Background: an optimization exercise with open tools, aiming at small area, a short achievable clock period and few clock cycles. Do not read the settings as production practice.
At most, simulation tests tie the RTL to the original design; equivalence was not proved.
Function not checked in run 6: the RTL went through the layout flow alone.
No activity file was given, so power comes from the tool's default toggle rates.

$ cat flow/config.mk
export PLATFORM = sky130hd
export DESIGN_NAME = n_queens_backtrack_search
export DESIGN_NICKNAME = n_queens_backtrack_search
export VERILOG_FILES = /design/flow/design.v
export SDC_FILE = /design/flow/constraint.sdc
export NUM_CORES = 4
export LEC_CHECK = 0
export ABC_AREA = 1
export CAP_MARGIN = 20
export CORE_MARGIN = 2
export CORE_UTILIZATION = 40
export CTS_CLUSTER_DIAMETER = 100
export CTS_CLUSTER_SIZE = 30
export SETUP_SLACK_MARGIN = 5
export SLEW_MARGIN = 20
export TNS_END_PERCENT = 0
$ cat flow/constraint.sdc
create_clock -name core_clock -period 10.0 [get_ports {clk}]
set_input_delay 2.0000 -clock core_clock [delete_from_list [all_inputs] [get_ports {clk}]]
set_output_delay 2.0000 -clock core_clock [all_outputs]
set_load 0.01 [all_outputs]
$ cat flow/design.v
package nqbs_pkg;
  localparam int DEF_MAX_QUEENS = 16;
  localparam int CFG_IDX_W  = 1;
  localparam int CFG_DATA_W = 32;
  localparam int BOARD_W    = 5;
  localparam int BUDGET_W   = 32;
  localparam logic [CFG_IDX_W-1:0] REG_BOARD_SIZE  = 1'd0;
  localparam logic [CFG_IDX_W-1:0] REG_STEP_BUDGET = 1'd1;
  localparam logic [BOARD_W-1:0]  BOARD_RST  = 5'd8;
  localparam logic [BUDGET_W-1:0] BUDGET_RST = 32'd1000000;
  localparam int IN_TDATA_W  = 8;
  localparam int OUT_TDATA_W = 16;
endpackage
import nqbs_pkg::*;
module n_queens_backtrack_search
#(
  parameter int MAX_QUEENS = DEF_MAX_QUEENS
) (
  input  logic                   clk,
  input  logic                   rst_n,
  input  logic                   cfg_valid,
  output logic                   cfg_ready,
  input  logic [CFG_IDX_W-1:0]   cfg_index,
  input  logic [CFG_DATA_W-1:0]  cfg_data,
  input  logic                   in_tvalid,
  output logic                   in_tready,
  input  logic [IN_TDATA_W-1:0]  in_tdata,    
  output logic                   out_tvalid,
  input  logic                   out_tready,
  output logic [OUT_TDATA_W-1:0] out_tdata,
  output logic                   out_tlast
);
  localparam int BW = 18;
  logic [4:0]    n_r;           
  logic [BW-1:0] budget_r;
  logic          idle_r, search_r, emit_r;
  logic [BW-7:0] hi_r;
  logic [7:0]    b_r;
  logic [3:0]    col_r;         
  logic          z0_r, z1_r, lc_r, bd_r, eqd_r;
  logic [4:0]    rs_r;          
  logic [3:0]    stk_r [16];    
  logic [3:0]    best_r [16];   
  logic [4:0]    depth_r;
  logic [15:0]   cm_r;          
  logic [15:0]   ld_r;          
  logic [15:0]   rd_r;          
  logic          solved_r, ran_out_r;
  logic [3:0]    k_r;           
  assign cfg_ready  = 1'b1;
  assign in_tready  = idle_r;
  assign out_tvalid = emit_r;
  logic [3:0]  q, q2, q3;
  logic [15:0] att_c, att_p, av_c, av_p;
  logic [15:0] oh_c, oh_p, oh_q, oh_q2, oh_q3, oh_qv, near_q, far_q;
  logic        has_q;
  logic [15:0] pre_c, pre_p;
  logic [15:0] ge_rs, lt_n, gt_q, le_a, le_r;
  logic [3:0]  f_c, f_p;
  logic        any_c, any_p, ok_c;
  logic        mv_adv, mv_repl, mv_dbl, mv_exh, borrow, ok, last_col, hi_nz;
  logic [7:0]  base_x, base_r, base_d, w_a, w_r, w_d, b_nx;
  logic [BW-7:0] hi_dec;
  assign q     = stk_r[0];
  assign q2    = stk_r[1];
  assign q3    = stk_r[2];
  assign has_q = !z0_r;
  always_comb begin
    for (int j = 0; j < 16; j++) begin
      ge_rs[j] = (5'(j) >= rs_r);
      lt_n[j]  = (5'(j) <  n_r);
      gt_q[j]  = (4'(j) >  q);
      oh_q[j]  = (4'(j) == q);
      oh_q2[j] = (4'(j) == q2);
      oh_q3[j] = (4'(j) == q3);
    end
  end
  assign oh_qv  = has_q ? oh_q : 16'd0;
  assign near_q = oh_qv | (oh_qv << 1) | (oh_qv >> 1);
  assign far_q  = oh_qv | (oh_qv << 2) | (oh_qv >> 2);
  always_comb begin
    for (int j = 0; j < 16; j++) begin
      att_c[j] = cm_r[j] | ((j > 0) ? ld_r[(j + 15) % 16] : 1'b0)
                        | ((j < 15) ? rd_r[(j + 1) % 16] : 1'b0) | near_q[j];
      att_p[j] = cm_r[j] | ld_r[j] | rd_r[j];
    end
  end
  assign av_c  = ~att_c & ge_rs & lt_n;
  assign av_p  = ~att_p & gt_q & lt_n;
  assign any_c = |av_c;
  assign any_p = |av_p;
  always_comb begin
    pre_c[0] = 1'b0;
    pre_p[0] = 1'b0;
    for (int j = 1; j < 16; j++) begin
      pre_c[j] = pre_c[j-1] | av_c[j-1];
      pre_p[j] = pre_p[j-1] | av_p[j-1];
    end
  end
  assign oh_c = av_c & ~pre_c;
  assign oh_p = av_p & ~pre_p;
  always_comb begin
    f_c = '0;
    f_p = '0;
    for (int j = 0; j < 16; j++) begin
      if (oh_c[j]) f_c = f_c | 4'(j);
      if (oh_p[j]) f_p = f_p | 4'(j);
    end
  end
  logic [15:0] att_n, av_n, dead;
  logic        two_c, dskip;
  always_comb begin
    for (int j = 0; j < 16; j++) begin
      att_n[j] = cm_r[j] | ((j > 1) ? ld_r[(j + 14) % 16] : 1'b0)
                        | ((j < 14) ? rd_r[(j + 2) % 16] : 1'b0) | far_q[j];
    end
  end
  assign av_n = ~att_n & lt_n;
  logic [15:0] free_far [16];
  always_comb begin
    for (int j = 0; j < 16; j++) begin
      free_far[j] = av_n;
      free_far[j][j] = 1'b0;
      if (j > 0)  free_far[j][j-1] = 1'b0;
      if (j < 15) free_far[j][j+1] = 1'b0;
      dead[j] = ~|free_far[j];
    end
  end
  assign two_c    = |(av_c & pre_c);
  assign last_col = lc_r;
  assign dskip    = !two_c && (|(av_c & dead)) && !last_col && bd_r;
  logic [7:0]  bq, base_x0, base_x1, base_r0, base_r1, base_d0, base_d1;
  assign bq      = b_r + 8'(q);
  assign base_x0 = b_r - 8'(n_r);
  assign base_x1 = b_r - 8'({n_r, 1'b1});              
  assign base_r0 = bq - 8'(n_r);
  assign base_r1 = bq - 8'({n_r, 1'b1});
  assign base_d0 = bq - 8'({n_r, 1'b0});               
  assign base_d1 = bq - 8'(n_r) - 8'({n_r, 1'b1});     
  assign base_x  = dskip ? base_x1 : base_x0;
  assign base_r  = dskip ? base_r1 : base_r0;
  assign base_d  = dskip ? base_d1 : base_d0;
  always_comb begin
    for (int j = 0; j < 16; j++) begin
      le_a[j] = !b_r[7] && ((|b_r[6:4]) || (b_r[3:0] >= 4'(j)));
    end
  end
  assign ok_c = |(av_c & le_a);
  assign mv_adv  = any_c && !dskip;
  assign mv_repl = !mv_adv && !z0_r && any_p;
  assign mv_dbl  = !mv_adv && !z0_r && !z1_r && !any_p;
  assign mv_exh  = !mv_adv && (z0_r || (z1_r && !any_p));
  assign w_a = b_r + {4'hf, ~f_c};
  assign w_r = base_r + {4'hf, ~f_p};                 
  assign w_d = {2'b00, base_d[5:0]} + 8'(q2);
  always_comb begin
    if (mv_adv) borrow = !ok_c;
    else if (mv_repl) borrow = w_r[7] && (w_r != 8'hff);
    else if (z0_r) borrow = base_x[7];
    else borrow = base_d[7];
  end
  assign hi_nz    = |hi_r;
  assign hi_dec   = hi_r - 1'b1;
  assign ok       = hi_nz | !borrow;
  always_comb begin
    if (mv_adv) b_nx = w_a;
    else if (mv_repl) b_nx = w_r;
    else b_nx = w_d;
    if (borrow && !mv_dbl) b_nx[7:6] = 2'b00;
  end
  logic [15:0] ld_dbl, rd_dbl;
  assign ld_dbl = ld_r & ~(oh_q2 << 1) & ~(oh_q3 << 2);
  assign rd_dbl = rd_r & ~(oh_q2 >> 1) & ~(oh_q3 >> 2);
  logic [3:0] back;           
  always_comb begin
    back = 4'd0;
    for (int i = 3; i < 15; i++) begin
      if (4'(i) < col_r) begin
        if (stk_r[i] == 4'(16 - i)) back[2] = 1'b1;
        if (stk_r[i] == 4'(17 - i)) back[3] = 1'b1;
        if (stk_r[i] == 4'(i - 2))  back[0] = 1'b1;
        if (stk_r[i] == 4'(i - 1))  back[1] = 1'b1;
      end
    end
  end
  logic take, stop;
  assign take = idle_r & in_tvalid & in_tdata[0];
  assign stop = !ok || (mv_adv && last_col) || mv_exh;
  always_ff @(posedge clk) begin
    if (!rst_n) begin
      n_r      <= 5'(BOARD_RST);
      budget_r <= (BUDGET_RST >= 32'(2**BW - 1)) ? '1 : BW'(BUDGET_RST);
      idle_r   <= 1'b1;
      search_r <= 1'b0;
      emit_r   <= 1'b0;
    end else begin
      if (cfg_valid) begin
        if (cfg_index == REG_BOARD_SIZE) begin
          if (cfg_data[4:0] == 5'd0) n_r <= 5'd1;
          else if (cfg_data[4:0] > 5'd16) n_r <= 5'd16;
          else n_r <= cfg_data[4:0];
        end else begin
          budget_r <= (|cfg_data[31:BW]) ? '1 : cfg_data[BW-1:0];
        end
      end
      if (idle_r) begin
        if (take) begin
          idle_r <= 1'b0;
          if (budget_r == '0 || n_r == 5'd1) emit_r <= 1'b1;
          else search_r <= 1'b1;
        end
      end else if (search_r) begin
        if (stop) begin
          search_r <= 1'b0;
          emit_r   <= 1'b1;
        end
      end else if (emit_r) begin
        if (out_tready && (5'(k_r) + 5'd1 == n_r)) begin
          emit_r <= 1'b0;
          idle_r <= 1'b1;
        end
      end
    end
  end
  always_ff @(posedge clk) begin
    if (idle_r) begin
      hi_r      <= budget_r[BW-1:6];
      b_r       <= {2'b00, budget_r[5:0]} - 8'd2;
      col_r     <= 4'd1;
      z0_r      <= 1'b0;
      z1_r      <= 1'b1;
      lc_r      <= (n_r == 5'd2);
      bd_r      <= 1'b0;
      eqd_r     <= 1'b1;
      rs_r      <= 5'd0;
      stk_r[0]  <= 4'd0;
      cm_r      <= 16'h0000;
      ld_r      <= 16'h0000;
      rd_r      <= 16'h0000;
    end else begin
      b_r <= b_nx;
      if (borrow) hi_r <= hi_dec;
      if (mv_adv) begin
        stk_r[0] <= f_c;
        for (int i = 1; i < 16; i++) stk_r[i] <= stk_r[i-1];
        rs_r  <= 5'd0;
        col_r <= col_r + 4'd1;
        z0_r  <= 1'b0;
        z1_r  <= z0_r;
        lc_r  <= (5'(col_r) + 5'd2 == n_r);
        bd_r  <= !eqd_r && (5'(col_r) + 5'd1 < depth_r);
        eqd_r <= eqd_r || (5'(col_r) + 5'd1 == depth_r);
        cm_r  <= cm_r | oh_qv;
        ld_r  <= (ld_r | oh_qv) << 1;
        rd_r  <= (rd_r | oh_qv) >> 1;
      end else if (mv_repl) begin
        stk_r[0] <= f_p;
        rs_r <= 5'd0;
      end else begin
        for (int i = 0; i < 14; i++) stk_r[i] <= stk_r[i+2];
        rs_r  <= 5'(q2) + 5'd1;
        col_r <= col_r - 4'd2;
        z0_r  <= (col_r == 4'd2);
        z1_r  <= (col_r == 4'd3);
        lc_r  <= 1'b0;
        bd_r  <= 1'b1;
        eqd_r <= 1'b0;
        cm_r  <= cm_r & ~oh_q2 & ~oh_q3;
        ld_r  <= {back[3:2], ld_dbl[15:2]};
        rd_r  <= {rd_dbl[13:0], back[1:0]};
      end
    end
  end
  always_ff @(posedge clk) begin
    if (idle_r) begin
      best_r[0] <= 4'd0;
      depth_r   <= (budget_r == '0) ? 5'd0 : 5'd1;
      solved_r  <= (budget_r != '0) && (n_r == 5'd1);
      ran_out_r <= (budget_r == '0);
      k_r       <= 4'd0;
    end else if (search_r) begin
      if (mv_adv && (hi_nz || ok_c) && eqd_r) begin
        depth_r <= depth_r + 5'd1;
        best_r[0] <= f_c;
        for (int i = 1; i < 16; i++) best_r[i] <= stk_r[i-1];
      end
      if (stop) begin
        solved_r  <= ok && mv_adv && last_col;
        ran_out_r <= !ok;
      end
    end else if (emit_r) begin
      if (out_tready) k_r <= k_r + 4'd1;
    end
  end
  logic placed;
  assign placed    = (5'(k_r) < depth_r);
  assign out_tdata = {ran_out_r,
                      solved_r,
                      depth_r,
                      placed,
                      placed ? best_r[4'(depth_r) - 4'd1 - k_r] : 4'd0,
                      k_r};
  assign out_tlast = (5'(k_r) + 5'd1 == n_r);
endmodule
$ cat flow/run.sh
#!/bin/bash
# synth_recipe.tcl (not shown) runs the flow's synth.tcl, then flattens the netlist and writes it again
# the make line also repeats each setting of config.mk as NAME=value (left out here)
make -C /OpenROAD-flow-scripts/flow DESIGN_CONFIG=/design/flow/config.mk WORK_HOME=/design/flow/orfs CLKGATE_MAP_FILE= SYNTH_SCRIPT=/design/flow/synth_recipe.tcl finish
==> results.tsv, run 1 <==
stage	metric	value	unit
outcome	status	complete, no violations	
synth	ys async rst share	0	%
floorplanning	Initial Util	40.3	%
grt	grt ovf	0	
synth	most numerous cell in the Yosys netlist	nand2_1	
synth	commonest cells in the netlist	nand2_1, inv_1, nor2_1, o21ai_0, edfxtp_1	
detailed_routing	DR iter-0 viols	1522	
sta	Finish-stage setup viols	0	
critical_path	Crit Path Max Fanout	4	
detailed_routing	final wirelength	58.8	mm
grt	first-pass GRT wire length	89.3	mm
sta	Final Max Tran Viols	0	
sta	Worst-Margin Slew	0.836	ns
synth	compound-gate portion of the synthesized area	14.8	%
critical_path	slowest CP cell	fa_2	
power_and_ir_drop	leak pwr	7.84	nW
detailed_routing	vias post-DR	16000	
synth	predominant post-synthesis flop cell	edfxtp_1	
finish	ant diodes	0	
place	pre-CTS WS	2.90	ns
synth	synth warn	4	
critical_path	R2R depth	33	
clock_network	clock tree from TritonCTS	yes	
synth	post-synthesis cell type count	64	
critical_path	slowest stage delay, CP	0.40	ns
critical_path	termination of the worst setup path	out_tdata[7]	
synth	Syn Area/Cell	7.43	um2
critical_path	origin of the critical flop-to-flop path	stk_r[0][1]	
synth	Synth area leader	edfxtp_1	
grt	vias in the first global route	15200	
clock_network	latest clock arrival within the worst-skew pair	0.51	ns
detailed_routing	via density per instance	5.70	
finish	Fillers	4095	
synth	Synth area leaders	edfxtp_1, dfxtp_1, nand2_1	
critical_path	Setup crit start	k_r[0]	
clock_network	clk slew on worst S/H paths	0.11	ns
synth	cells after synthesis	2196	
clock_network	Clock Path Buffers	3	
critical_path	CP Capture Type	primary output	
critical_path	R2R Path End	solved_r	
critical_path	WS Path Type	flip-flop to primary output	
finish	fraction of layout cells with a size suffix above 1	11.5	%
synth	Synth Area in XOR/XNOR	2.95	%
power_and_ir_drop	P per Cell Area	155	nW/um2
synth	main combinational cell family by area after synthesis	simple AND/OR/NAND/NOR gates	
synth	EDFF count, synth	140	
clock_network	CTS Buf Count	14	
detailed_routing	Final ANT Viol Nets	0	
sta	Post-Route Setup TNS	0	ns
synth	Adder-Cell Fraction of Synth Area	5.58	%
run	max cap viols	0	
synth	Simple-Gate Fraction of Synth Area	28.4	%
critical_path	r2r setup slk	4.94	ns
detailed_routing	WL per Instance	21.0	um
floorplanning	io pins	66	
place	PortBufs	57	
grt	Total GRT Usage	27.4	%
sta	Relative slew margins	44.2	%
floorplanning	Die Span X	206	um
sta	Period minus WS final	5.22	ns
synth	multiplexer share of the synthesized area	0.184	%
synth	synthesis-stage register bit count	247	
critical_path	Startpoint Class	flip-flop	
finish	NumNets Final	2382	
detailed_routing	Post-route DRC	0	
sta	Worst Clk Skew	0.0273	ns
power_and_ir_drop	Max VDD drop	0.0000939	V
synth	post-synth top area share	25.8	%
hold_path	Hold WC Path Type	flip-flop to flip-flop	
floorplanning	die area	42400	um2
critical_path	crit path cell chain	inv_4, ha_4, inv_2, fa_2, xor2_4, inv_2, nor2_4, inv_4, nor2_4, a22o_1, a221oi_2, nand4_1, a21oi_2, a41oi_2, buf_2	
sta	Final Hold Viols	0	
clock_network	H-tree Lvls	1	
floorplanning	Die Span Y	206	um
sta	fin crit share	52.2	%
synth	post-synth design cell area	16300	um2
clock_network	clk sinks	247	
place	GPL Wtd Cong	1.01	
finish	Layout area overhead	16.0	%
floorplanning	# rows	74	
critical_path	critical path arrival	3.22	ns
place	dpl hpwl	44.1	mm
synth	syn nets	2310	
floorplanning	Core Footprint	40600	um2
clock_network	Root Buffer	clkbuf_16	
grt	largest net degree at the start of global routing	61	
sta	f_max	0.191	GHz
sta	final worst setup slack	4.78	ns
detailed_routing	detailed-router iteration count before antenna repair	6	
sta	RSZ-0062 raised after global routing	true	
grt	initial antenna violation count	0	
critical_path	Critical Path RT	8.00	ns
synth	post-synthesis sequential area ratio	38.9	%
==> layer usage <==
metal,wire length [um],share of wire (%),track usage (%)
met3,4040,6.9,2.65
met2,26800,46,44.5
met4,1740,3.0,8.29
met5,0,0,0
met1,26300,45,38.7
==> cells in the final DEF, fill, tap and decap left out, drive strengths merged, types with 12 or more instances in the layout <==
cell type / count
nand2: 421
inv: 316
a221oi: 12
clkdlybuf4s50: 53
nand3: 142
nor4: 51
clkbuf: 18
nor3: 59
a31oi: 16
a21oi: 93
buf: 61
o22ai: 55
dfxtp: 107
nand4: 35
xnor2: 15
o21ai: 159
ha: 60
nor2: 306
xor2: 40
edfxtp: 140
==> critical path: cells and delay by family (launching register included) <==
| family | cells | cell delay, ns |
|---|---|---|
| flip-flops | 1 | 0.37 |
| buffers and inverters | 5 | 0.47 |
| adder cells (fa/ha/maj) | 2 | 0.53 |
| AO/OA/AOI/OAI | 4 | 0.87 |
| XOR/XNOR | 1 | 0.19 |
| AND/OR/NAND/NOR | 3 | 0.27 |
==> final cells by class <==
cell class              count  area [um2]  share of cell area (%)
multi-input cells        1570        9090                    48.0
clock inverters             6         100                   0.529
inverters                 320        1250                    6.63
flip-flops and latches    247        6380                    33.7
well taps                 532         666                    3.52
repair buffers            115        1050                    5.56
clock buffers              18         387                    2.04
==> where the power goes <==
| part | internal, mW | leakage (nW) | total, mW | switching [mW] |
|---|---|---|---|---|
| sequential | 1.11 | 2.16 | 1.16 | 0.0572 |
| combinational | 0.395 | 5.44 | 1.08 | 0.690 |
| clock | 0.298 | 0.232 | 0.684 | 0.386 |
==> state kept, by name, summed over array words and instances, names as in the netlist <==
name       cells
best_r        64
stk_r         64
budget_r      18
cm_r          16
ld_r          16
rd_r          16
hi_r          12
b_r            8
depth_r        5
n_r            5
rs_r           5
col_r          4
k_r            4
bd_r           1
emit_r         1
eqd_r          1
idle_r         1
lc_r           1
ran_out_r      1
search_r       1
solved_r       1
z0_r           1
z1_r           1
==> per-stage QoR <==
stage	hold slack, ns	instance area (um2)	instances	power, mW	utilization [%]
final	0.465	18900	2808	2.93	46.7
after CTS	0.462	18500	2780	2.87	45.6
after detailed placement	0.434	17400	2735	2.12	42.8
after global routing	0.486	18900	2808	3.08	46.7
after floorplan	0.426	16300	2196	1.81	-
after global placement	0.437	17400	2735	2.10	42.8
==> cell families (layout without fill, tap and decap cells) <==
group / after synthesis / after routing
fa+ha+maj: 68 / 68
flops: 247 / 247
simple gates: 1035 / 1037
buf+inv: 381 / 459
other cells: 1 / 1
xor+xnor: 55 / 55
compound gates: 406 / 406
mux: 3 / 3
==> worst min path at each step <==
stage,from,to,slack [ns],cells past startpoint
2_1_floorplan,z1_r,z1_r,0.43,2
3_3_place_gp,stk_r[8][2],best_r[9][2],0.44,0
3_5_place_dp,stk_r[8][2],best_r[9][2],0.43,0
4_1_cts,stk_r[8][2],best_r[9][2],0.46,0
5_1_grt,stk_r[8][2],best_r[9][2],0.49,0
6_report,stk_r[8][2],best_r[9][2],0.46,0
==> timing repair <==
action                     4_1_cts  5_1_grt
gates resized for setup        140       48
gates cloned                     1        1
hold endpoints to repair         0        0
setup endpoints to repair      228      197
buffers inserted                20       27
hold buffers                     0        0
pin swaps                       25       13
Testbench counts, summed over its fixed seeds: cycles 172,077.
==> run 2: changes to the inputs <==
--- a/flow/config.mk
+++ b/flow/config.mk
@@ -13,2 +13,3 @@
 export CTS_CLUSTER_SIZE = 30
+export PLACE_DENSITY = 0.75
 export SETUP_SLACK_MARGIN = 5
==> results.tsv, run 2 <==
stage	metric	value	unit	change
outcome	status	complete, no violations		
critical_path	Critical Path RT	8.00	ns	about the same
critical_path	termination of the worst setup path	out_tdata[7]		
floorplanning	Core Footprint	40600	um2	unchanged
synth	Synth area leader	edfxtp_1		
synth	Syn Area/Cell	7.43	um2	unchanged
hold_path	Hold WC Path Type	flip-flop to flip-flop		
critical_path	Setup crit start	depth_r[0]		
clock_network	CTS Buf Count	14		unchanged
power_and_ir_drop	Tot Pwr	2.89	mW	-1.5%
critical_path	critical path arrival	3.16	ns	-0.06 ns
sta	Period minus WS final	5.16	ns	-0.0650 ns
sta	Worst Clk Skew	0.0236	ns	-0.00371 ns
sta	Relative slew margins	31.4	%	-13 points
critical_path	R2R depth	23		-30%
finish	NumNets Final	2371		-0.46%
place	dpl hpwl	42.9	mm	-2.7%
synth	synth warn	4		unchanged
sta	Worst-Margin Slew	1.02	ns	+0.184 ns
finish	most frequent cells in the layout	nand2_1, inv_1, nor2_1		
detailed_routing	final wirelength	56.8	mm	-3.5%
detailed_routing	Final ANT Viol Nets	0		unchanged
power_and_ir_drop	P per Cell Area	154	nW/um2	-0.57%
synth	Simple-Gate Fraction of Synth Area	28.4	%	unchanged
synth	syn nets	2310		unchanged
floorplanning	# rows	74		unchanged
synth	predominant post-synthesis flop cell	edfxtp_1		
sta	fin crit share	51.6	%	-0.65 points
synth	post-synth top area share	25.8	%	unchanged
finish	Fillers	3976		-2.9%
sta	Finish-stage setup viols	0		unchanged
grt	initial antenna violation count	0		unchanged
synth	ys async rst share	0	%	unchanged
sta	Hold Worst Slack	0.466	ns	+0.000665 ns
finish	commonest non-fill, non-tap cell in the layout	nand2_1		
clock_network	hold_buf cts	0		unchanged
grt	vias in the first global route	15200		+0.43%
finish	fin util	46.2	%	-0.45 points
synth	compound-gate portion of the synthesized area	14.8	%	unchanged
power_and_ir_drop	Max VDD drop	0.0000957	V	+1.9%
finish	Layout area overhead	14.9	%	
finish	biggest regs	best_r x64, stk_r x64, budget_r x18		
place	GPL Wtd Cong	1.01		about the same
detailed_routing	Post-route DRC	0		unchanged
synth	main combinational cell family by area after synthesis	simple AND/OR/NAND/NOR gates		
synth	most numerous cell in the Yosys netlist	nand2_1		
floorplanning	io pins	66		unchanged
floorplanning	Die Span Y	206	um	unchanged
critical_path	CP Capture Type	primary output		
clock_network	clk sinks	247		unchanged
synth	commonest cells in the netlist	nand2_1, inv_1, nor2_1, o21ai_0, edfxtp_1		
floorplanning	Die Span X	206	um	unchanged
critical_path	Crit Path Max Fanout	4		unchanged
synth	synthesis-stage register bit count	247		unchanged
grt	largest net degree at the start of global routing	117		+92%
synth	Adder-Cell Fraction of Synth Area	5.58	%	unchanged
grt	first-pass GRT wire length	86.8	mm	-2.8%
clock_network	latest clock arrival within the worst-skew pair	0.52	ns	about the same
clock_network	clock tree from TritonCTS	yes		
grt	grt ovf	0		unchanged
clock_network	H-tree Lvls	1		unchanged
sta	RSZ-0062 raised after global routing	true		
critical_path	WS Path Type	flip-flop to primary output		
floorplanning	die area	42400	um2	unchanged
synth	Synth area leaders	edfxtp_1, dfxtp_1, nand2_1		
run	max cap viols	0		unchanged
synth	post-synth design cell area	16300	um2	unchanged
hold_path	hold depth	0		unchanged
grt	Total GRT Usage	26.5	%	-1.0 points
critical_path	Startpoint Class	flip-flop		
detailed_routing	WL per Instance	20.3	um	-3.1%
critical_path	R2R Path End	best_r[0][2]		
detailed_routing	via density per instance	5.74		+0.69%
detailed_routing	vias post-DR	16100		+0.30%
synth	Synth Area in XOR/XNOR	2.95	%	unchanged
sta	Final Hold Viols	0		unchanged
synth	post-synthesis cell type count	64		unchanged
sta	Post-Route Setup TNS	0	ns	unchanged
finish	ant diodes	0		unchanged
clock_network	Root Buffer	clkbuf_16		
finish	fraction of layout cells with a size suffix above 1	10.6	%	-0.92 points
clock_network	clk slew on worst S/H paths	0.11	ns	about the same
synth	EDFF count, synth	140		unchanged
place	PortBufs	57		unchanged
floorplanning	Initial Util	40.3	%	unchanged
detailed_routing	detailed-router iteration count before antenna repair	6		unchanged
synth	cells after synthesis	2196		unchanged
synth	post-synthesis sequential area ratio	38.9	%	unchanged
critical_path	origin of the critical flop-to-flop path	n_r[4]		
power_and_ir_drop	leak pwr	7.75	nW	-1.0%
sta	Final Max Tran Viols	0		unchanged
clock_network	Clock Path Buffers	3		unchanged
sta	f_max	0.194	GHz	+1.3%
synth	multiplexer share of the synthesized area	0.184	%	unchanged
critical_path	r2r setup slk	5.08	ns	+0.14 ns
detailed_routing	DR iter-0 viols	1629		+7.0%
[run 2: changes by cell type in the layout (fill, tap and decap cells not counted), sizes merged]
cell / previous run / this run
buf: 61 / 47
dlygate4sd2: 0 / 2
bufinv: 0 / 1
[run 2: area by class of cell]
type / instances / area, um2 / share of cell area (%)
multi-input cells: 1570 / 8990 / 47.9
clock buffers: 17 / 362 / 1.93
repair buffers: 104 / 971 / 5.18
flip-flops and latches: 247 / 6390 / 34.1
well taps: 532 / 666 / 3.55
clock inverters: 7 / 148 / 0.787
inverters: 320 / 1230 / 6.57
[run 2: power by group]
part | switching [mW] | internal, mW
clock | 0.394 | 0.311
combinational | 0.645 | 0.374
sequential | 0.0570 | 1.11
total | 1.10 | 1.79
[run 2: cells by family (layout without fill, tap and decap cells)]
group,Yosys count,count (layout)
AOI/OAI and AO/OA,406,406
xor gates and xnor gates,55,55
adders and majority gates,68,68
buffers and inverters,381,448
DFF,247,247
muxes,3,3
other,1,1
and+or+nand+nor,1035,1037
[run 2: critical path: stages (launching register included)]
cell and delay (ns):
edfxtp_1 0.42, ha_4 0.15, inv_2 0.05, fa_2 0.39
xor2_4 0.20, inv_2 0.09, nor2_2 0.05, inv_2 0.15
nor2_4 0.07, a22o_1 0.22, a221oi_2 0.20, nand4_1 0.13
a21oi_2 0.21, a41oi_2 0.14, buf_2 0.17
[run 2: what timing repair did]
action | 4_1_cts | 5_1_grt
gates cloned | 0 | 2
endpoints found under the setup margin | 209 | 189
gates resized for setup | 115 | 45
pin swaps | 12 | 9
hold endpoints to repair | 0 | 0
setup buffers | 17 | 18
[run 2: stage by stage]
step | area [um2] | instances | setup WS, ns
3_5_place_dp | 17400 | 2735 | 3.91
5_1_grt | 18800 | 2797 | 4.68
6_report | 18800 | 2797 | 4.84
4_1_cts | 18400 | 2776 | 4.86
3_3_place_gp | 17400 | 2735 | 3.97
2_1_floorplan | 16300 | 2196 | 5.30
[run 2: worst min-delay path by stage]
stage	from	end	slack [ns]
floorplan	z1_r	z1_r	0.43
global placement	stk_r[6][2]	best_r[7][2]	0.44
detailed placement	stk_r[6][2]	best_r[7][2]	0.44
CTS	stk_r[6][2]	best_r[7][2]	0.47
global route	stk_r[8][2]	best_r[9][2]	0.49
finish	stk_r[6][2]	best_r[7][2]	0.47
[run 2: per-layer routing]
metal | vias up | part of all wire (%) | global-route usage (%)
li1 | 7602 | - | -
met3 | 118 | 8.0 | 3.45
met1 | 7639 | 43 | 36.2
met4 | 0 | 4.3 | 10.1
met2 | 696 | 45 | 42.5
met5 | - | 0 | 0
==> run 3: changes to the inputs <==
--- a/flow/config.mk
+++ b/flow/config.mk
@@ -10,5 +10,5 @@
 export CORE_MARGIN = 2
-export CORE_UTILIZATION = 40
+export CORE_UTILIZATION = 50
 export CTS_CLUSTER_DIAMETER = 100
-export CTS_CLUSTER_SIZE = 30
+export CTS_CLUSTER_SIZE = 24
 export PLACE_DENSITY = 0.75
==> results.tsv, run 3 <==
stage	metric	value	unit	change
outcome	status	complete, no violations		
critical_path	Critical Path RT	8.00	ns	about the same
hold_path	Worst Hold End	best_r[9][2]		
critical_path	origin of the critical flop-to-flop path	n_r[3]		
place	dpl hpwl	43.4	mm	+1.2%
clock_network	CTS Buf Count	15		+1
synth	synthesis-stage register bit count	247		unchanged
clock_network	Root Buffer	clkbuf_16		
synth	compound-gate portion of the synthesized area	14.8	%	unchanged
finish	most frequent cells in the layout	nand2_1, inv_1, nor2_1		
clock_network	latest clock arrival within the worst-skew pair	0.52	ns	about the same
place	Post-DP Area	17300	um2	-0.61%
clock_network	Clock Path Buffers	3		unchanged
floorplanning	# rows	66		-11%
synth	commonest cells in the netlist	nand2_1, inv_1, nor2_1, o21ai_0, edfxtp_1		
finish	Reg area	6380	um2	about the same
critical_path	r2r setup slk	5.01	ns	-0.07 ns
sta	Finish-stage setup viols	0		unchanged
detailed_routing	WL per Instance	21.4	um	+5.5%
critical_path	critical path arrival	3.27	ns	+0.11 ns
sta	Post-Route Setup TNS	0	ns	unchanged
finish	Fillers	3024		-24%
place	PortBufs	57		unchanged
finish	area of the multi-input gates	9010	um2	+0.22%
synth	synth warn	4		unchanged
finish	commonest non-fill, non-tap cell in the layout	nand2_1		
critical_path	WS Path Type	flip-flop to primary output		
grt	largest net degree at the start of global routing	68		-42%
grt	first-pass GRT wire length	86.5	mm	-0.36%
clock_network	clk slew on worst S/H paths	0.10	ns	about the same
synth	Adder-Cell Fraction of Synth Area	5.58	%	unchanged
synth	Synth Area in XOR/XNOR	2.95	%	unchanged
clock_network	clk sinks	247		unchanged
grt	vias in the first global route	14900		-2.5%
critical_path	Startpoint Class	flip-flop		
hold_path	Hold WC Path Type	flip-flop to flip-flop		
sta	Worst-Margin Slew	1.14	ns	+0.124 ns
synth	Synth area leaders	edfxtp_1, dfxtp_1, nand2_1		
synth	most numerous cell in the Yosys netlist	nand2_1		
floorplanning	Core Footprint	32400	um2	-20%
detailed_routing	vias post-DR	16200		+0.70%
place	GPL Wtd Cong	1.01		about the same
floorplanning	Die Span Y	185	um	-10%
detailed_routing	DR iter-0 viols	2183		+34%
synth	post-synthesis sequential area ratio	38.9	%	unchanged
detailed_routing	Post-route DRC	0		unchanged
detailed_routing	Final ANT Viol Nets	0		unchanged
sta	Period minus WS final	5.27	ns	+0.112 ns
synth	ys async rst share	0	%	unchanged
floorplanning	Die Span X	185	um	-10%
synth	post-synthesis cell type count	64		unchanged
power_and_ir_drop	sequential share of power	40.5	%	+0.2 points
floorplanning	io pins	66		unchanged
sta	fin crit share	52.7	%	+1.1 points
critical_path	R2R depth	27		+17%
detailed_routing	via density per instance	5.98		+4.1%
finish	final instance area	18600	um2	-0.93%
detailed_routing	detailed-router iteration count before antenna repair	6		unchanged
critical_path	crit path cell chain	ha_4, inv_2, fa_2, nand2_4, nor2_2, a22o_1, a221oi_4, nand4_1, o21a_1, clkdlybuf4s15_1		
synth	syn nets	2310		unchanged
run	max cap viols	0		unchanged
synth	post-synth design cell area	16300	um2	unchanged
critical_path	CP Capture Type	primary output		
power_and_ir_drop	leak pwr	7.73	nW	-0.33%
power_and_ir_drop	Combinational Power Share	36.4	%	+1.1 points
detailed_routing	final wirelength	57.9	mm	+2.0%
synth	main combinational cell family by area after synthesis	simple AND/OR/NAND/NOR gates		
grt	grt ovf	0		unchanged
synth	predominant post-synthesis flop cell	edfxtp_1		
floorplanning	die area	34100	um2	-20%
finish	NumNets Final	2368		-0.13%
clock_network	clock tree from TritonCTS	yes		
power_and_ir_drop	sw frac	38.4	%	+0.43 points
sta	Final Max Tran Viols	0		unchanged
sta	RSZ-0062 raised after global routing	true		
finish	fin cells	2705		-3.3%
finish	biggest regs	best_r x64, stk_r x64, budget_r x18		
synth	Syn Area/Cell	7.43	um2	unchanged
power_and_ir_drop	Max VDD drop	0.000112	V	+18%
synth	Synth area leader	edfxtp_1		
grt	Total GRT Usage	33.6	%	+7.1 points
synth	post-synth top area share	25.8	%	unchanged
hold_path	worst hold start	stk_r[8][2]		
floorplanning	Initial Util	50.4	%	+10 points
grt	initial antenna violation count	0		unchanged
critical_path	Crit Path Max Fanout	4		unchanged
power_and_ir_drop	Internal Pwr Total	1.77	mW	-1.0%
synth	multiplexer share of the synthesized area	0.184	%	unchanged
power_and_ir_drop	Clk pwr share	23.2	%	-1.2 points
clock_network	H-tree Lvls	1		unchanged
synth	Simple-Gate Fraction of Synth Area	28.4	%	unchanged
power_and_ir_drop	P per Cell Area	155	nW/um2	+0.60%
finish	fraction of layout cells with a size suffix above 1	10.6	%	+0.098 points
sta	Final Hold Viols	0		unchanged
power_and_ir_drop	switching power	1.10	mW	+0.79%
sta	f_max	0.190	GHz	-2.1%
critical_path	slowest CP cell	fa_2		
finish	ant diodes	0		unchanged
critical_path	R2R Path End	hi_r[2]		
sta	Relative slew margins	23.1	%	-8.3 points
hold_path	hold depth	0		unchanged
place	# placed instances	2645		-3.3%
finish	Layout area overhead	13.8	%	
synth	cells after synthesis	2196		unchanged
critical_path	slowest stage delay, CP	0.53	ns	+0.11 ns
clock_network	hold_buf cts	0		unchanged
synth	EDFF count, synth	140		unchanged
sta	Worst Clk Skew	0.0244	ns	+0.000799 ns
[run 3: final cells by class]
cell class | instances | share of cell area (%)
multi-input cells | 1570 | 48.5
well taps | 442 | 2.98
inverters | 320 | 6.71
clock buffers | 21 | 2.14
flip-flops and latches | 247 | 34.3
clock inverters | 5 | 0.323
repair buffers | 100 | 5.01
[run 3: per-stage QoR]
step	worst slack, ns	util [%]	hold slack (ns)	power [mW]
2_1_floorplan	5.30	-	0.426	1.81
3_3_place_gp	3.37	53.3	0.433	2.10
3_5_place_dp	3.26	53.3	0.439	2.12
4_1_cts	4.70	56.1	0.460	2.81
5_1_grt	4.61	57.4	0.482	3.02
6_report	4.73	57.4	0.459	2.88
[run 3: repair_timing]
item / CTS / global route
cloned: 1 / 1
resized for setup: 104 / 59
endpoints found under the hold margin: 0 / 0
buffers inserted: 13 / 19
pin swaps: 15 / 20
endpoints found under the setup margin: 246 / 184
[run 3: critical path, delay by kind of cell, from the launching register on]
family | cells | cell delay, ns
AOI/OAI and AO/OA | 3 | 0.76
adders and majority gates | 2 | 0.73
and+or+nand+nor | 3 | 0.50
DFF | 1 | 0.45
buffers and inverters | 2 | 0.29
[run 3: cells by family after synthesis]
family	count (synthesis)
AND/OR/NAND/NOR	1035
AO/OA/AOI/OAI	406
buffers and inverters	381
flip-flops	247
adder cells (fa/ha/maj)	68
XOR/XNOR	55
multiplexers	3
other	1
[run 3: power groups by stage]
| stage | Clock (mW) | Sequential, mW | Combinational [mW] |
|---|---|---|---|
| final | 0.668 | 1.16 | 1.05 |
| after global placement | 0 | 1.18 | 0.912 |
| after detailed placement | 0 | 1.19 | 0.930 |
| after CTS | 0.669 | 1.16 | 0.977 |
| after floorplan | 0 | 1.16 | 0.646 |
| after global routing | 0.703 | 1.17 | 1.15 |
[run 3: layer usage]
metal	up-vias	track usage (%)	wire (um)
li1	7605	-	-
met1	7584	46.6	24300
met2	857	52.3	25500
met3	122	6.48	5850
met4	0	11.8	2330
met5	-	0	0
[run 3: worst max path at each step]
stage / start / to / slack, ns / depth (start not counted)
3_5_place_dp: n_r[2] / stk_r[10][3] / 3.26 / 20
2_1_floorplan: n_r[1] / best_r[0][1] / 5.30 / 23
6_report: depth_r[0] / out_tdata[6] / 4.73 / 10
3_3_place_gp: n_r[2] / stk_r[7][0] / 3.37 / 20
5_1_grt: depth_r[2] / out_tdata[7] / 4.61 / 14
4_1_cts: k_r[2] / out_tdata[5] / 4.70 / 15
==> run 4: changes to the inputs <==
--- a/flow/config.mk
+++ b/flow/config.mk
@@ -10,5 +10,6 @@
 export CORE_MARGIN = 2
-export CORE_UTILIZATION = 50
+export CORE_UTILIZATION = 40
 export CTS_CLUSTER_DIAMETER = 100
 export CTS_CLUSTER_SIZE = 24
+export GPL_ROUTABILITY_DRIVEN = 0
 export PLACE_DENSITY = 0.75
==> results.tsv, run 4 <==
stage	metric	value	unit	change
critical_path	R2R Path End	solved_r		
detailed_routing	Final ANT Viol Nets	0		unchanged
floorplanning	die area	42400	um2	+24%
sta	f_max	0.194	GHz	+2.4%
synth	most numerous cell in the Yosys netlist	nand2_1		
detailed_routing	via density per instance	5.93		-0.75%
synth	EDFF count, synth	140		unchanged
clock_network	latest clock arrival within the worst-skew pair	0.51	ns	about the same
power_and_ir_drop	Max VDD drop	0.0000957	V	-15%
synth	commonest cells in the netlist	nand2_1, inv_1, nor2_1, o21ai_0, edfxtp_1		
critical_path	Critical Path RT	8.00	ns	about the same
sta	Finish-stage setup viols	0		unchanged
critical_path	Crit Path Max Fanout	4		unchanged
clock_network	clock tree from TritonCTS	yes		
finish	fraction of layout cells with a size suffix above 1	10.8	%	+0.11 points
outcome	status	complete, no violations		
sta	RSZ-0062 raised after global routing	true		
finish	fin cells	2800		+3.5%
finish	ant diodes	0		unchanged
finish	Layout area overhead	14.5	%	
critical_path	r2r setup slk	4.96	ns	-0.05 ns
grt	grt ovf	0		unchanged
critical_path	R2R depth	30		+11%
hold_path	hold depth	2		+2
critical_path	origin of the critical flop-to-flop path	stk_r[0][3]		
synth	syn nets	2310		unchanged
grt	Total GRT Usage	24.4	%	-9.2 points
floorplanning	Die Span X	206	um	+12%
floorplanning	Initial Util	40.3	%	-10 points
critical_path	CP Capture Type	primary output		
grt	largest net degree at the start of global routing	104		+53%
power_and_ir_drop	P per Cell Area	152	nW/um2	-2.1%
power_and_ir_drop	Tot Pwr	2.83	mW	-1.6%
floorplanning	Die Span Y	206	um	+12%
detailed_routing	DR iter-0 viols	2312		+5.9%
detailed_routing	final wirelength	53.4	mm	-7.8%
synth	Synth area leader	edfxtp_1		
sta	Relative slew margins	35.5	%	+12 points
finish	biggest regs	best_r x64, stk_r x64, budget_r x18		
finish	NumNets Final	2374		+0.25%
synth	ys async rst share	0	%	unchanged
hold_path	Hold WC Path Type	flip-flop to flip-flop		
clock_network	Clock Path Buffers	3		unchanged
synth	Syn Area/Cell	7.43	um2	unchanged
finish	Reg area	6380	um2	about the same
finish	area of the multi-input gates	8960	um2	-0.53%
clock_network	hold_buf cts	0		unchanged
sta	Final Hold Viols	0		unchanged
sta	Final Max Tran Viols	0		unchanged
synth	post-synth top area share	25.8	%	unchanged
sta	Hold Worst Slack	0.478	ns	+0.0191 ns
clock_network	CTS Buf Count	14		-1
place	PortBufs	57		unchanged
synth	predominant post-synthesis flop cell	edfxtp_1		
power_and_ir_drop	leak pwr	7.76	nW	+0.39%
place	# placed instances	2733		+3.3%
synth	post-synthesis cell type count	64		unchanged
clock_network	Root Buffer	clkbuf_16		
sta	Post-Route Setup TNS	0	ns	unchanged
floorplanning	io pins	66		unchanged
critical_path	critical path arrival	3.15	ns	-0.12 ns
hold_path	worst hold start	z1_r		
sta	fin crit share	51.5	%	-1.3 points
synth	synth warn	4		unchanged
place	dpl hpwl	39.1	mm	-9.9%
detailed_routing	Post-route DRC	0		unchanged
synth	Synth area leaders	edfxtp_1, dfxtp_1, nand2_1		
synth	cells after synthesis	2196		unchanged
synth	post-synthesis sequential area ratio	38.9	%	unchanged
floorplanning	Core Footprint	40600	um2	+25%
clock_network	clk sinks	247		unchanged
critical_path	Startpoint Class	flip-flop		
finish	Fillers	3888		+29%
run	max cap viols	0		unchanged
detailed_routing	detailed-router iteration count before antenna repair	9		+3
sta	Worst-Margin Slew	0.957	ns	-0.187 ns
critical_path	WS Path Type	flip-flop to primary output		
floorplanning	# rows	74		+12%
finish	most frequent cells in the layout	nand2_1, inv_1, nor2_1		
detailed_routing	WL per Instance	19.1	um	-11%
sta	Worst Clk Skew	0.0211	ns	-0.00326 ns
synth	synthesis-stage register bit count	247		unchanged
hold_path	Worst Hold End	z1_r		
grt	first-pass GRT wire length	82.0	mm	-5.2%
synth	post-synth design cell area	16300	um2	unchanged
grt	initial antenna violation count	0		unchanged
detailed_routing	vias post-DR	16600		+2.7%
clock_network	clk slew on worst S/H paths	0.11	ns	about the same
clock_network	H-tree Lvls	1		unchanged
grt	vias in the first global route	15500		+4.2%
finish	commonest non-fill, non-tap cell in the layout	nand2_1		
sta	Period minus WS final	5.15	ns	-0.125 ns
## run 4: power by group
group / internal, mW / leakage [nW] / total, mW / switching (mW)
Sequential: 1.11 / 2.16 / 1.17 / 0.0581
Combinational: 0.378 / 5.39 / 1.03 / 0.647
Clock: 0.293 / 0.209 / 0.642 / 0.348
Total: 1.78 / 7.76 / 2.83 / 1.05
## run 4: worst max path at each step
stage                          start      endpoint  slack, ns  cells after the start
after detailed placement      n_r[1]      col_r[1]       3.48                     23
after CTS                 depth_r[2]  out_tdata[7]       4.84                     13
after global routing          n_r[1]      solved_r       4.73                     30
after global placement        n_r[1]      col_r[1]       3.63                     23
after floorplan               n_r[1]  best_r[0][1]       5.30                     23
final                         k_r[0]  out_tdata[6]       4.85                     13
## run 4: through the flow
stage	instance area [um2]	utilization [%]	setup WS, ns
floorplan	16300	-	5.30
global placement	17400	42.8	3.63
detailed placement	17400	42.8	3.48
CTS	18300	45.1	4.84
global route	18700	46.1	4.73
finish	18700	46.1	4.85
## run 4: layout make-up
cell class / count / area share (%)
multi-input combinational: 1569 / 48.0
sequential: 247 / 34.2
inverter: 320 / 6.64
timing repair buffer: 108 / 5.36
tap: 532 / 3.56
clock buffer: 19 / 1.98
clock inverter: 5 / 0.341
## run 4: logic make-up after synthesis
family | Yosys count | synth area share, %
AND/OR/NAND/NOR | 1035 | 28.4
AO/OA/AOI/OAI | 406 | 14.8
buffers and inverters | 381 | 9.11
flip-flops | 247 | 38.9
adder cells (fa/ha/maj) | 68 | 5.58
XOR/XNOR | 55 | 2.95
multiplexers | 3 | 0.184
other | 1 | 0.0230
## run 4: per-layer routing
| layer | GRT usage, % | vias up | part of all wire [%] |
|---|---|---|---|
| met5 | 0 | - | 0 |
| met4 | 12.0 | 0 | 5.9 |
| met3 | 4.45 | 256 | 11 |
| met2 | 39.2 | 1095 | 44 |
| met1 | 31.7 | 7665 | 38 |
| li1 | - | 7595 | - |
## run 4: critical path, stage by stage (launching register included)
cell	delay (ns)
dfxtp_4	0.36
inv_4	0.07
ha_4	0.13
inv_2	0.04
fa_2	0.42
xor2_4	0.21
nor2_1	0.12
inv_2	0.19
nor2_4	0.07
a22o_1	0.22
a221oi_2	0.23
nand4_1	0.13
o21a_1	0.20
clkdlybuf4s15_1	0.24
## run 4: repair_timing
action	CTS	global route
endpoints found under the setup margin	214	205
pin swaps	16	11
buffers inserted	18	24
resized for setup	117	48
gates cloned	0	1
hold endpoints to repair	0	0
==> run 5: changes to the inputs <==
--- a/flow/config.mk
+++ b/flow/config.mk
@@ -13,3 +13,2 @@
 export CTS_CLUSTER_SIZE = 24
-export GPL_ROUTABILITY_DRIVEN = 0
 export PLACE_DENSITY = 0.75
==> results.tsv, run 5 <==
stage	metric	value	unit	change
synth	post-synthesis cell type count	64		unchanged
place	pre-CTS WS	3.91	ns	+0.427 ns
critical_path	Critical Path RT	8.00	ns	about the same
critical_path	Setup crit start	k_r[0]		
detailed_routing	detailed-router iteration count before antenna repair	9		unchanged
sta	Worst-Margin Slew	1.07	ns	+0.116 ns
run	max cap viols	0		unchanged
power_and_ir_drop	sw frac	37.7	%	+0.48 points
clock_network	latest clock arrival within the worst-skew pair	0.52	ns	about the same
sta	Post-Route Setup TNS	0	ns	unchanged
synth	ys async rst share	0	%	unchanged
sta	fin crit share	51.4	%	-0.11 points
power_and_ir_drop	Combinational Power Share	36.1	%	about the same
sta	f_max	0.195	GHz	+0.21%
synth	post-synth top area share	25.8	%	unchanged
critical_path	WS Path Type	flip-flop to primary output		
finish	Fillers	3993		+2.7%
place	Post-DP Area	17400	um2	about the same
sta	Worst Clk Skew	0.0328	ns	+0.0117 ns
finish	biggest regs	best_r x64, stk_r x64, budget_r x18		
finish	ant diodes	0		unchanged
power_and_ir_drop	P per Cell Area	152	nW/um2	+0.45%
sta	Finish-stage setup viols	0		unchanged
floorplanning	Initial Util	40.3	%	unchanged
place	PortBufs	57		unchanged
sta	Period minus WS final	5.14	ns	-0.0109 ns
floorplanning	# rows	74		unchanged
grt	Total GRT Usage	26.6	%	+2.1 points
floorplanning	Die Span X	206	um	unchanged
synth	commonest cells in the netlist	nand2_1, inv_1, nor2_1, o21ai_0, edfxtp_1		
synth	Syn Area/Cell	7.43	um2	unchanged
clock_network	hold_buf cts	0		unchanged
clock_network	clk slew on worst S/H paths	0.10	ns	about the same
detailed_routing	DR iter-0 viols	1623		-30%
sta	Final Max Tran Viols	0		unchanged
synth	syn nets	2310		unchanged
finish	Layout area overhead	14.8	%	
place	dpl hpwl	42.9	mm	+9.7%
outcome	status	complete, no violations		
floorplanning	io pins	66		unchanged
critical_path	CP Capture Type	primary output		
detailed_routing	final wirelength	56.9	mm	+6.6%
critical_path	origin of the critical flop-to-flop path	stk_r[0][3]		
grt	vias in the first global route	15200		-2.0%
clock_network	clock tree from TritonCTS	yes		
floorplanning	Core Footprint	40600	um2	unchanged
detailed_routing	Final ANT Viol Nets	0		unchanged
floorplanning	Die Span Y	206	um	unchanged
power_and_ir_drop	Internal Pwr Total	1.78	mW	about the same
hold_path	Hold WC Path Type	flip-flop to flip-flop		
power_and_ir_drop	switching power	1.08	mW	+2.1%
grt	initial antenna violation count	0		unchanged
sta	Final Hold Viols	0		unchanged
synth	predominant post-synthesis flop cell	edfxtp_1		
detailed_routing	WL per Instance	20.3	um	+6.6%
synth	most numerous cell in the Yosys netlist	nand2_1		
critical_path	critical path arrival	3.14	ns	about the same
hold_path	worst hold start	stk_r[6][2]		
synth	synthesis-stage register bit count	247		unchanged
finish	commonest non-fill, non-tap cell in the layout	nand2_1		
clock_network	Clock Path Buffers	3		unchanged
sta	RSZ-0062 raised after global routing	true		
floorplanning	die area	42400	um2	unchanged
clock_network	H-tree Lvls	1		unchanged
power_and_ir_drop	Max VDD drop	0.0000960	V	+0.36%
grt	grt ovf	0		unchanged
finish	final instance area	18700	um2	+0.33%
sta	Relative slew margins	27.8	%	-7.7 points
synth	post-synth design cell area	16300	um2	unchanged
synth	cells after synthesis	2196		unchanged
synth	Synth area leaders	edfxtp_1, dfxtp_1, nand2_1		
power_and_ir_drop	leak pwr	7.75	nW	about the same
critical_path	Startpoint Class	flip-flop		
grt	largest net degree at the start of global routing	117		+13%
detailed_routing	Post-route DRC	0		unchanged
synth	EDFF count, synth	140		unchanged
power_and_ir_drop	sequential share of power	40.8	%	-0.4 points
critical_path	Crit Path Max Fanout	4		unchanged
clock_network	clk sinks	247		unchanged
power_and_ir_drop	Clk pwr share	23.1	%	+0.4 points
detailed_routing	vias post-DR	16000		-3.5%
finish	fraction of layout cells with a size suffix above 1	11.0	%	+0.22 points
synth	post-synthesis sequential area ratio	38.9	%	unchanged
sta	final worst setup slack	4.86	ns	+0.0109 ns
finish	NumNets Final	2373		-0.042%
detailed_routing	via density per instance	5.73		-3.5%
synth	Synth area leader	edfxtp_1		
place	GPL Wtd Cong	1.01		
grt	first-pass GRT wire length	86.9	mm	+5.9%
synth	synth warn	4		unchanged
clock_network	CTS Buf Count	15		+1
clock_network	Root Buffer	clkbuf_16		
finish	most frequent cells in the layout	nand2_1, inv_1, nor2_1		
[run 5: cell counts after synthesis]
No cell type changed its count.
[run 5: final cells by class]
type	instances	area [um2]	share of cell area (%)
multi-input combinational	1570	9030	48.2
sequential	247	6390	34.1
inverter	320	1230	6.57
timing repair buffer	105	976	5.21
tap	532	666	3.55
clock buffer	19	390	2.08
clock inverter	7	66.3	0.354
[run 5: worst max-delay path, stage by stage, from the launching register on]
cell      delay [ns]
dfxtp_4         0.36
inv_4           0.07
ha_4            0.13
inv_2           0.04
fa_2            0.71
nor2_4          0.08
inv_4           0.13
nor2_4          0.05
a22o_1          0.19
a221oi_2        0.20
nand4_1         0.14
a21oi_2         0.20
a41oi_2         0.14
buf_2           0.17
[run 5: per-stage QoR]
| stage | utilization, % | cells | power [mW] | hold WS, ns |
|---|---|---|---|---|
| 6_report | 46.2 | 2800 | 2.86 | 0.465 |
| 5_1_grt | 46.2 | 2800 | 3.01 | 0.484 |
| 4_1_cts | 45.2 | 2777 | 2.79 | 0.462 |
| 3_5_place_dp | 42.8 | 2735 | 2.10 | 0.439 |
| 3_3_place_gp | 42.8 | 2735 | 2.07 | 0.436 |
| 2_1_floorplan | - | 2196 | 1.81 | 0.426 |
[run 5: kinds of logic after synthesis]
group	after synthesis	share of synthesized area [%]
multiplexers	3	0.184
flip-flops	247	38.9
buffers and inverters	381	9.11
XOR/XNOR	55	2.95
adder cells (fa/ha/maj)	68	5.58
AND/OR/NAND/NOR	1035	28.4
AO/OA/AOI/OAI	406	14.8
other	1	0.0230
[run 5: layer usage]
metal	track usage (%)	up-vias	part of all wire (%)
met2	42.5	714	45
met5	0	-	0
met4	10.0	0	4.3
met3	3.44	113	8.2
met1	36.5	7597	42
li1	-	7607	-
[run 5: final timing paths]
kind,to,depth (start not counted),slack (ns)
setup / recovery,out_tdata[7],13,4.86
hold reg to reg,best_r[7][2],0,0.46
hold / removal,best_r[7][2],0,0.46
setup reg to reg,hi_r[3],32,5.08
[run 5: timing repair]
| item | in CTS | in global routing |
|---|---|---|
| buffers inserted | 16 | 20 |
| pin swaps | 15 | 9 |
| resized for setup | 130 | 41 |
| setup endpoints to repair | 210 | 195 |
| cloned | 0 | 2 |
[run 5: power groups by stage]
stage / registers (mW) / logic [mW] / clock network [mW]
2_1_floorplan: 1.16 / 0.646 / 0
3_3_place_gp: 1.19 / 0.885 / 0
3_5_place_dp: 1.19 / 0.907 / 0
4_1_cts: 1.17 / 0.964 / 0.664
5_1_grt: 1.17 / 1.14 / 0.700
6_report: 1.17 / 1.03 / 0.659
==> run 6: changes to the inputs <==
--- a/flow/design.v
+++ b/flow/design.v
@@ -131,2 +131,16 @@
   assign dskip    = !two_c && (|(av_c & dead)) && !last_col && bd_r;
+  logic [15:0] pre_2, oh_2;
+  logic [3:0]  f_2, f_a;
+  logic        adv2;
+  always_comb begin
+    pre_2[0] = 1'b0;
+    for (int j = 1; j < 16; j++) pre_2[j] = pre_2[j-1] | (pre_c[j-1] & av_c[j-1]);
+  end
+  assign oh_2 = av_c & pre_c & ~pre_2;
+  always_comb begin
+    f_2 = '0;
+    for (int j = 0; j < 16; j++) if (oh_2[j]) f_2 = f_2 | 4'(j);
+  end
+  assign adv2 = two_c && (|(oh_c & dead)) && !last_col && bd_r;
+  assign f_a  = adv2 ? f_2 : f_c;
   logic [7:0]  bq, base_x0, base_x1, base_r0, base_r1, base_d0, base_d1;
@@ -142,2 +156,6 @@
   assign base_d  = dskip ? base_d1 : base_d0;
+  logic [7:0]  bx1, w_2;
+  logic [15:0] le_2;
+  logic        ok_2;
+  assign bx1 = b_r - 8'(n_r) - 8'd1;
   always_comb begin
@@ -145,2 +163,3 @@
       le_a[j] = !b_r[7] && ((|b_r[6:4]) || (b_r[3:0] >= 4'(j)));
+      le_2[j] = !bx1[7] && ((|bx1[6:4]) || (bx1[3:0] >= 4'(j)));
     end
@@ -148,2 +167,3 @@
   assign ok_c = |(av_c & le_a);
+  assign ok_2 = |(oh_2 & le_2);
   assign mv_adv  = any_c && !dskip;
@@ -153,2 +173,3 @@
   assign w_a = b_r + {4'hf, ~f_c};
+  assign w_2 = bx1 + {4'hf, ~f_2};
   assign w_r = base_r + {4'hf, ~f_p};                 
@@ -156,3 +177,3 @@
   always_comb begin
-    if (mv_adv) borrow = !ok_c;
+    if (mv_adv) borrow = adv2 ? !ok_2 : !ok_c;
     else if (mv_repl) borrow = w_r[7] && (w_r != 8'hff);
@@ -165,3 +186,3 @@
   always_comb begin
-    if (mv_adv) b_nx = w_a;
+    if (mv_adv) b_nx = adv2 ? w_2 : w_a;
     else if (mv_repl) b_nx = w_r;
@@ -243,3 +264,3 @@
       if (mv_adv) begin
-        stk_r[0] <= f_c;
+        stk_r[0] <= f_a;
         for (int i = 1; i < 16; i++) stk_r[i] <= stk_r[i-1];
==> results.tsv, run 6 <==
stage	metric	value	unit	change
outcome	status	complete, no violations		
finish	fin util	47.0	%	+0.75 points
power_and_ir_drop	P per Cell Area	156	nW/um2	+2.7%
sta	Worst-Margin Slew	1.15	ns	+0.0809 ns
clock_network	clk sinks	247		unchanged
synth	main combinational cell family by area after synthesis	simple AND/OR/NAND/NOR gates		
synth	most numerous cell in the Yosys netlist	nand2_1		
critical_path	r2r setup slk	4.88	ns	-0.20 ns
synth	synthesis-stage register bit count	247		unchanged
power_and_ir_drop	Max VDD drop	0.0000920	V	-4.2%
critical_path	Startpoint Class	flip-flop		
run	max cap viols	0		unchanged
place	Post-DP Area	18800	um2	+8.1%
clock_network	clk slew on worst S/H paths	0.11	ns	about the same
critical_path	slowest stage delay, CP	0.46	ns	-0.25 ns
synth	Synth Area in XOR/XNOR	3.32	%	+0.37 points
place	PortBufs	57		unchanged
critical_path	CP Capture Type	primary output		
grt	initial antenna violation count	0		unchanged
detailed_routing	detailed-router iteration count before antenna repair	6		-3
detailed_routing	via density per instance	5.76		+0.66%
synth	Synth area leader	edfxtp_1		
grt	largest net degree at the start of global routing	92		-21%
floorplanning	Core Footprint	43900	um2	+8.3%
synth	Synth area leaders	edfxtp_1, dfxtp_1, nand2_1		
grt	grt met3 use	3.29	%	-0.15 points
clock_network	Root Buffer	clkbuf_16		
place	# placed instances	3026		+11%
hold_path	Hold WC Path Type	flip-flop to flip-flop		
critical_path	crit path cell chain	ha_4, nand3_1, nand2_2, xor2_2, inv_2, nor2_4, inv_4, buf_4, nor2_2, nand2_1, nand4_1, a2111oi_2, a41oi_1, clkbuf_2		
finish	Reg area	6390	um2	unchanged
sta	Relative slew margins	22.4	%	-5.4 points
clock_network	clock tree from TritonCTS	yes		
power_and_ir_drop	leak pwr	8.47	nW	+9.2%
synth	compound-gate portion of the synthesized area	15.1	%	+0.24 points
finish	fin cells	3125		+12%
grt	first-pass GRT wire length	94.6	mm	+8.9%
finish	fraction of layout cells with a size suffix above 1	14.2	%	+3.2 points
synth	commonest cells in the netlist	nand2_1, inv_1, nor2_1, o21ai_0, edfxtp_1		
sta	f_max	0.194	GHz	-0.34%
sta	Finish-stage setup viols	0		unchanged
critical_path	Setup crit start	depth_r[2]		
synth	synth warn	4		unchanged
floorplanning	io pins	66		unchanged
synth	predominant post-synthesis flop cell	edfxtp_1		
detailed_routing	DR iter-0 viols	2050		+26%
grt	met2 global-route usage	41.9	%	-0.62 points
synth	Syn Area/Cell	7.27	um2	-2.2%
floorplanning	Initial Util	40.2	%	about the same
critical_path	WS Path Type	flip-flop to primary output		
grt	grt ovf	0		unchanged
synth	post-synthesis sequential area ratio	35.9	%	-3.0 points
critical_path	R2R Path End	ran_out_r		
grt	Total GRT Usage	25.6	%	-0.95 points
sta	Final Hold Viols	0		unchanged
finish	most frequent cells in the layout	nand2_1, inv_1, nor2_1		
detailed_routing	Post-route DRC	0		unchanged
detailed_routing	vias post-DR	18000		+12%
finish	area of the multi-input gates	10500	um2	+16%
synth	Adder-Cell Fraction of Synth Area	6.44	%	+0.86 points
sta	fin crit share	51.5	%	+0.17 points
grt	vias in the first global route	17000		+12%
place	dpl hpwl	45.9	mm	+6.9%
critical_path	slowest CP cell	edfxtp_1		
synth	ys async rst share	0	%	unchanged
clock_network	latest clock arrival within the worst-skew pair	0.52	ns	about the same
critical_path	R2R depth	33		+3.1%
synth	cells after synthesis	2429		+11%
detailed_routing	Final ANT Viol Nets	0		unchanged
sta	Worst Clk Skew	0.0203	ns	-0.0125 ns
clock_network	CTS Buf Count	15		unchanged
clock_network	Clock Path Buffers	3		unchanged
detailed_routing	final wirelength	61.4	mm	+7.9%
synth	Simple-Gate Fraction of Synth Area	30.0	%	+1.5 points
floorplanning	Die Span Y	214	um	+4.0%
synth	EDFF count, synth	140		unchanged
finish	ant diodes	0		unchanged
finish	final instance area	20600	um2	+10%
critical_path	termination of the worst setup path	out_tdata[6]		
synth	post-synth design cell area	17700	um2	+8.2%
critical_path	Crit Path Max Fanout	5		+1
sta	Final Max Tran Viols	0		unchanged
clock_network	H-tree Lvls	1		unchanged
finish	commonest non-fill, non-tap cell in the layout	nand2_1		
critical_path	Critical Path RT	8.00	ns	about the same
place	GPL Wtd Cong	1.01		+0.34%
critical_path	critical path arrival	3.15	ns	about the same
clock_network	hold_buf cts	0		unchanged
finish	NumNets Final	2655		+12%
floorplanning	Die Span X	214	um	+4.0%
synth	multiplexer share of the synthesized area	0.113	%	-0.071 points
sta	Period minus WS final	5.15	ns	+0.0173 ns
floorplanning	die area	45900	um2	+8.1%
sta	Post-Route Setup TNS	0	ns	unchanged
critical_path	origin of the critical flop-to-flop path	stk_r[0][1]		
detailed_routing	WL per Instance	19.6	um	-3.3%
synth	post-synthesis cell type count	65		+1.6%
grt	M1 GR Usage	34.5	%	-2.0 points
grt	GRT busiest layer	met2		
synth	post-synth top area share	23.8	%	-2.0 points
finish	Fillers	4294		+7.5%
sta	RSZ-0062 raised after global routing	true		
floorplanning	# rows	77		+4.1%
finish	Layout area overhead	16.8	%	
finish	biggest regs	best_r x64, stk_r x64, budget_r x18		
synth	syn nets	2560		+11%
[run 6: cell types whose count changed in the layout (fill, tap and decap cells not counted), moves of 15 or more]
cell / change
buf_4: +32
nor2_2: +17
nand2_2: +24
ha_1: +15
inv_1: +26
nand2_1: +57
o21ai_0: +36
[run 6: repair_timing]
action	CTS	global route
resized for setup	96	157
gates cloned	0	2
setup endpoints to repair	269	202
pin swaps	17	57
buffers inserted	28	43
[run 6: through the flow]
stage	hold slack [ns]	power, mW	setup slack (ns)
finish	0.461	3.23	4.85
global route	0.470	3.41	4.61
CTS	0.459	3.09	4.69
detailed placement	0.439	2.38	3.46
global placement	0.440	2.35	3.43
floorplan	0.426	2.04	5.14
[run 6: logic make-up (layout without fill, tap and decap cells)]
logic type,count (synthesis),after routing
AND/OR/NAND/NOR,1166,1167
AO/OA/AOI/OAI,447,447
buffers and inverters,414,517
flip-flops,247,247
adder cells (fa/ha/maj),85,85
XOR/XNOR,67,67
multiplexers,2,2
other,1,1
[run 6: worst min path at each step]
stage | startpoint | end | cells after the start
final | stk_r[6][2] | best_r[7][2] | 0
after global routing | z1_r | z1_r | 2
after CTS | stk_r[6][2] | best_r[7][2] | 0
after detailed placement | stk_r[6][2] | best_r[7][2] | 0
after global placement | stk_r[6][2] | best_r[7][2] | 0
after floorplan | z1_r | z1_r | 2
[run 6: routing by layer]
| metal | vias up | share of wire (%) | wire length [um] |
|---|---|---|---|
| met5 | - | 0 | 0 |
| met4 | 0 | 4.1 | 2520 |
| met3 | 145 | 7.8 | 4820 |
| met2 | 900 | 46 | 28200 |
| met1 | 8510 | 42 | 25800 |
| li1 | 8454 | - | - |
[run 6: layout make-up]
class                           instances  area share (%)
Timing Repair Buffer                  140            6.00
Inverter                              350            6.52
Clock buffer                           21            1.93
Timing Repair inverter                  1          0.0303
Sequential cell                       247            31.0
Multi-Input combinational cell       1769            50.7
Tap cell                              592            3.59
Clock inverter                          5           0.297
[run 6: critical path, delay by kind of cell, from the launching register on]
kind,cells,cell delay [ns]
adder cells (fa/ha/maj),1,0.35
flip-flops,1,0.46
AND/OR/NAND/NOR,6,0.79
XOR/XNOR,1,0.29
buffers and inverters,4,0.46
AO/OA/AOI/OAI,2,0.27
[run 6: power breakdown]
part / internal (mW) / switching (mW) / leakage, nW
registers: 1.11 / 0.0603 / 2.16
clock network: 0.295 / 0.379 / 0.221
logic: 0.506 / 0.878 / 6.08

## afterwards: timing with drivers on the ports
The flow's constraints put no driver on any port. The routed layouts listed below were extracted and timed again, unchanged, in two steps. Step 1, drivers: a clkbuf_16 drives clk and a buf_2 each remaining input, both assumed. Step 2 also shifts input and output timing later by t, the mid clock arrival at the registers, as if the neighbouring blocks saw the same clock. Three values: ideal, step 1, step 2; two values: the first two.
run	t (ns)	slack for setup (ns)	hold slack, ns	clock arrival spread, ns	worst slew at a driven data input, ns
run 1	0.549	4.776 / 4.721 / 4.944	0.465 / 0.465 / 0.465	0.027 / 0.027	0.05
run 2	0.566	4.841 / 4.785 / 5.080	0.466 / 0.466 / 0.466	0.024 / 0.024	0.04
run 3	0.561	4.728 / 4.672 / 5.013	0.459 / 0.459 / 0.459	0.025 / 0.024	0.05
run 4	0.550	4.854 / 4.805 / 4.963	0.478 / 0.478 / 0.478	0.021 / 0.022	0.05
run 5	0.556	4.865 / 4.810 / 5.076	0.465 / 0.465 / 0.465	0.033 / 0.033	0.05
run 6	0.562	4.847 / 4.799 / 4.882	0.461 / 0.461 / 0.461	0.020 / 0.020	0.07
After both steps every run listed still meets setup and hold.
